This is an optimization exercise on Yosys and OpenROAD, whose aim is small area and a short achievable clock period, not a production implementation.
At most, simulation tests tie the RTL to the original design; equivalence was not proved.
Power and IR drop assume default switching activity.

==> trial 9 <==
Design cpu_top, start of the top module:
module cpu_top (
  input  logic        clk_i,
  input  logic        rst_i,
  input  logic        inst_valid_i,
  input  logic [31:0] inst_i,
  output logic [38:0] retire_o
);
==> module gpr, before the edit <==
module gpr (
  input  logic        clk_i,
  input  logic        rst_i,
  input  logic [4:0]  rs1_i,
  input  logic        rs1_en_i,
  input  logic [4:0]  rs2_i,
  input  logic        rs2_en_i,
  output logic [31:0] rs1_data_o,
  output logic [31:0] rs2_data_o,
  input  logic        we_i,
  input  logic [4:0]  rd_i,
  input  logic [31:0] wd_i
);
  logic [31:1][31:0] regs;
  logic [31:1]       written;
  logic [31:1]       sel1;
  logic [31:1]       sel2;
  always_ff @(posedge clk_i) begin
    for (int i = 1; i < 32; i++) begin
      if (we_i && rd_i == 5'(i)) regs[i] <= wd_i;
    end
  end
  always_ff @(posedge clk_i) begin
    if (rst_i) begin
      written <= '0;
    end else begin
      for (int i = 1; i < 32; i++) begin
        if (we_i && rd_i == 5'(i)) written[i] <= 1'b1;
      end
    end
  end
  always_comb begin
    rs1_data_o = '0;
    rs2_data_o = '0;
    for (int i = 1; i < 32; i++) begin
      sel1[i] = rs1_en_i && written[i] && (rs1_i == 5'(i));
      sel2[i] = rs2_en_i && written[i] && (rs2_i == 5'(i));
      rs1_data_o = rs1_data_o | ({32{sel1[i]}} & regs[i]);
      rs2_data_o = rs2_data_o | ({32{sel2[i]}} & regs[i]);
    end
  end
endmodule
==> module cpu_top, before the edit <==
module cpu_top (
  input  logic        clk_i,
  input  logic        rst_i,
  input  logic        inst_valid_i,
  input  logic [31:0] inst_i,
  output logic [38:0] retire_o
);
  logic        if_valid;
  logic [31:0] if_inst;
  always_ff @(posedge clk_i) begin
    if (rst_i) if_valid <= 1'b0;
    else       if_valid <= inst_valid_i;
    if_inst <= inst_i;
  end
  logic        id_we;
  logic        id_is_lui;
  logic        id_is_op;
  logic [2:0]  id_res_sel;
  logic        id_inv_b;
  logic        id_rev_a;
  logic        id_sra;
  logic [31:0] id_imm;
  logic [4:0]  id_rs1;
  logic [4:0]  id_rs2;
  logic [31:0] rf_a;
  logic [31:0] rf_b;
  logic        ex_valid, ex_we;
  logic [4:0]  ex_rd;
  logic [31:0] ex_a, ex_b;
  logic [2:0]  ex_res_sel;
  logic        ex_cin, ex_sra;
  logic [31:0] ex_res;
  logic        m1_valid, m1_we;
  logic [4:0]  m1_rd;
  logic [31:0] m1_data;
  assign id_rs1 = if_inst[19:15];
  assign id_rs2 = if_inst[24:20];
  decoder i_decoder (
    .inst_i   (if_inst),
    .valid_i  (if_valid),
    .we_o     (id_we),
    .is_lui_o (id_is_lui),
    .is_op_o  (id_is_op),
    .res_sel_o(id_res_sel),
    .inv_b_o  (id_inv_b),
    .rev_a_o  (id_rev_a),
    .sra_o    (id_sra),
    .imm_o    (id_imm)
  );
  gpr i_gpr (
    .clk_i     (clk_i),
    .rst_i     (rst_i),
    .rs1_i     (id_rs1),
    .rs1_en_i  (!id_is_lui),
    .rs2_i     (id_rs2),
    .rs2_en_i  (id_is_op),
    .rs1_data_o(rf_a),
    .rs2_data_o(rf_b),
    .we_i      (m1_we),
    .rd_i      (m1_rd),
    .wd_i      (m1_data)
  );
  logic        hit_ex_a, hit_m1_a, hit_ex_b, hit_m1_b;
  logic [31:0] pre_a, pre_b, ex_res_rev, pre_a_rev;
  logic [31:0] id_a, id_b;
  assign hit_ex_a = ex_we && (ex_rd == id_rs1) && !id_is_lui;
  assign hit_m1_a = m1_we && (m1_rd == id_rs1) && !id_is_lui;
  assign hit_ex_b = ex_we && (ex_rd == id_rs2) && id_is_op;
  assign hit_m1_b = m1_we && (m1_rd == id_rs2) && id_is_op;
  assign pre_a = hit_m1_a ? m1_data : rf_a;
  assign pre_b = id_is_op ? (hit_m1_b ? m1_data : rf_b) : id_imm;
  always_comb begin
    for (int i = 0; i < 32; i++) begin
      ex_res_rev[i] = ex_res[31-i];
      pre_a_rev[i]  = pre_a[31-i];
    end
  end
  always_comb begin
    if (hit_ex_a) id_a = id_rev_a ? ex_res_rev : ex_res;
    else          id_a = id_rev_a ? pre_a_rev : pre_a;
    if (hit_ex_b) id_b = ex_res ^ {32{id_inv_b}};
    else          id_b = pre_b ^ {32{id_inv_b}};
  end
  always_ff @(posedge clk_i) begin
    if (rst_i) begin
      ex_valid <= 1'b0;
      ex_we    <= 1'b0;
    end else begin
      ex_valid <= if_valid;
      ex_we    <= id_we;
    end
    ex_rd      <= if_inst[11:7];
    ex_a       <= id_a;
    ex_b       <= id_b;
    ex_res_sel <= id_res_sel;
    ex_cin     <= id_inv_b;
    ex_sra     <= id_sra;
  end
  execute i_execute (
    .a_i      (ex_a),
    .b_i      (ex_b),
    .res_sel_i(ex_res_sel),
    .cin_i    (ex_cin),
    .sra_i    (ex_sra),
    .res_o    (ex_res)
  );
  logic        m2_valid, m2_we;
  logic [4:0]  m2_rd;
  logic [31:0] m2_data;
  logic        wb_valid, wb_we;
  logic [4:0]  wb_rd;
  logic [31:0] wb_data;
  always_ff @(posedge clk_i) begin
    if (rst_i) begin
      m1_valid <= 1'b0;
      m1_we    <= 1'b0;
      m2_valid <= 1'b0;
      m2_we    <= 1'b0;
      wb_valid <= 1'b0;
      wb_we    <= 1'b0;
    end else begin
      m1_valid <= ex_valid;
      m1_we    <= ex_we;
      m2_valid <= m1_valid;
      m2_we    <= m1_we;
      wb_valid <= m2_valid;
      wb_we    <= m2_we;
    end
    m1_rd   <= ex_rd;
    m1_data <= ex_res;
    m2_rd   <= m1_rd;
    m2_data <= m1_data;
    wb_rd   <= m2_rd;
    wb_data <= m2_data;
  end
  assign retire_o = {wb_valid, wb_we, wb_rd, wb_data};
endmodule
clock: 7.5 ns
lec_check: 0
cap_margin: 20
core_margin: 2
core_utilization: 40
slew_margin: 20
run.sh (not shown) runs the stock make flow with config.mk's settings and CLKGATE_MAP_FILE= SYNTH_SCRIPT=/design/flow/synth_recipe.tcl, a recipe that flattens the netlist after the stock synthesis.
==> build 69 (differences from trial 9) <==
--- a/flow/design.v
+++ b/flow/design.v
@@ -110,6 +110,4 @@
   input  logic        rst_i,
-  input  logic [4:0]  rs1_i,
-  input  logic        rs1_en_i,
-  input  logic [4:0]  rs2_i,
-  input  logic        rs2_en_i,
+  input  logic [31:1] rs1_sel_i,
+  input  logic [31:1] rs2_sel_i,
   output logic [31:0] rs1_data_o,
@@ -142,4 +140,4 @@
     for (int i = 1; i < 32; i++) begin
-      sel1[i] = rs1_en_i && written[i] && (rs1_i == 5'(i));
-      sel2[i] = rs2_en_i && written[i] && (rs2_i == 5'(i));
+      sel1[i] = rs1_sel_i[i] && written[i];
+      sel2[i] = rs2_sel_i[i] && written[i];
       rs1_data_o = rs1_data_o | ({32{sel1[i]}} & regs[i]);
@@ -189,2 +187,16 @@
   logic [31:0] if_inst;
+  logic [31:1] if_sel1, if_sel2;
+  logic        if_hit_ex_a, if_hit_m1_a, if_hit_ex_b, if_hit_m1_b;
+  logic [4:0]  in_rs1, in_rs2;
+  logic        in_en1, in_en2;
+  logic        id_we;
+  logic        ex_valid, ex_we;
+  logic [4:0]  ex_rd;
+  logic        m1_valid, m1_we;
+  logic [4:0]  m1_rd;
+  logic [31:0] m1_data;
+  assign in_rs1 = inst_i[19:15];
+  assign in_rs2 = inst_i[24:20];
+  assign in_en1 = (inst_i[6:0] != 7'b0110111);   
+  assign in_en2 = (inst_i[6:0] == 7'b0110011);   
   always_ff @(posedge clk_i) begin
@@ -193,4 +205,11 @@
     if_inst <= inst_i;
+    for (int i = 1; i < 32; i++) begin
+      if_sel1[i] <= in_en1 && (in_rs1 == 5'(i));
+      if_sel2[i] <= in_en2 && (in_rs2 == 5'(i));
+    end
+    if_hit_ex_a <= in_en1 && id_we && (if_inst[11:7] == in_rs1);
+    if_hit_m1_a <= in_en1 && ex_we && (ex_rd == in_rs1);
+    if_hit_ex_b <= in_en2 && id_we && (if_inst[11:7] == in_rs2);
+    if_hit_m1_b <= in_en2 && ex_we && (ex_rd == in_rs2);
   end
-  logic        id_we;
   logic        id_is_lui;
@@ -202,8 +221,4 @@
   logic [31:0] id_imm;
-  logic [4:0]  id_rs1;
-  logic [4:0]  id_rs2;
   logic [31:0] rf_a;
   logic [31:0] rf_b;
-  logic        ex_valid, ex_we;
-  logic [4:0]  ex_rd;
   logic [31:0] ex_a, ex_b;
@@ -212,7 +227,2 @@
   logic [31:0] ex_res;
-  logic        m1_valid, m1_we;
-  logic [4:0]  m1_rd;
-  logic [31:0] m1_data;
-  assign id_rs1 = if_inst[19:15];
-  assign id_rs2 = if_inst[24:20];
   decoder i_decoder (
@@ -232,6 +242,4 @@
     .rst_i     (rst_i),
-    .rs1_i     (id_rs1),
-    .rs1_en_i  (!id_is_lui),
-    .rs2_i     (id_rs2),
-    .rs2_en_i  (id_is_op),
+    .rs1_sel_i (if_sel1),
+    .rs2_sel_i (if_sel2),
     .rs1_data_o(rf_a),
@@ -245,6 +253,6 @@
   logic [31:0] id_a, id_b;
-  assign hit_ex_a = ex_we && (ex_rd == id_rs1) && !id_is_lui;
-  assign hit_m1_a = m1_we && (m1_rd == id_rs1) && !id_is_lui;
-  assign hit_ex_b = ex_we && (ex_rd == id_rs2) && id_is_op;
-  assign hit_m1_b = m1_we && (m1_rd == id_rs2) && id_is_op;
+  assign hit_ex_a = if_hit_ex_a;
+  assign hit_m1_a = if_hit_m1_a;
+  assign hit_ex_b = if_hit_ex_b;
+  assign hit_m1_b = if_hit_m1_b;
   assign pre_a = hit_m1_a ? m1_data : rf_a;
--- a/flow/config.mk
+++ b/flow/config.mk
@@ -9,3 +9,4 @@
 export CORE_MARGIN = 2
-export CORE_UTILIZATION = 40
+export CORE_UTILIZATION = 60
+export SETUP_SLACK_MARGIN = 4.3
 export SLEW_MARGIN = 20
==> summary of the runs <==
- Trial 9 completed with no timing, DRC or antenna violations. Build 69 completed without violations.
- Of trial 9 and build 69, build 69 has the higher sequential power (gap 4.6%, measured against build 69).
- Between trial 9 and build 69, the lower first-iteration DRC count is in build 69 (gap 1.2%, measured against build 69).
- In build 69 the power is higher than in trial 9, by 0.58%.
- Cell area is about the same in trial 9 and build 69.
- Against trial 9, the clock skew of build 69 is lower by 0.00081 ns.
- Between build 69 and trial 9, the lower combinational power is in trial 9 (gap 5.2%, measured against trial 9).
- Of trial 9 and build 69, build 69 has the higher count of clock-buffer cells in the layout (gap 1).
- Of build 69 and trial 9, trial 9 has the higher via count (gap about 1.6%, measured against trial 9).
- In trial 9 the global-route usage is lower than in build 69, by 13 points.
For trial 9, only the layout was checked, not whether the RTL still works.

## afterwards: timing with drivers on the ports
How much do the figures lean on ideal ports? The routed layouts below were timed once more, with nothing changed but the port constraints. Step 1, drivers: a clkbuf_16 drives clk_i and a buf_2 each remaining input, both assumed. Step 2 also shifts input and output timing later by t, the mid clock arrival at the registers, as if the neighbouring blocks saw the same clock. Slacks: no drivers / after step 1 / after step 2; pairs: no drivers / after step 1.
run | t, ns | slack for setup (ns) | clock arrival spread, ns
trial 9 | 0.870 | 1.968 / 1.968 / 1.968 | 0.037 / 0.038
build 69 | 0.845 | 4.072 / 4.072 / 3.844 | 0.032 / 0.032
After both steps every run listed still meets setup and hold. For build 69, which loses most, drivers alone change the setup slack by 0.000 ns; drivers and shift together by -0.228 ns.
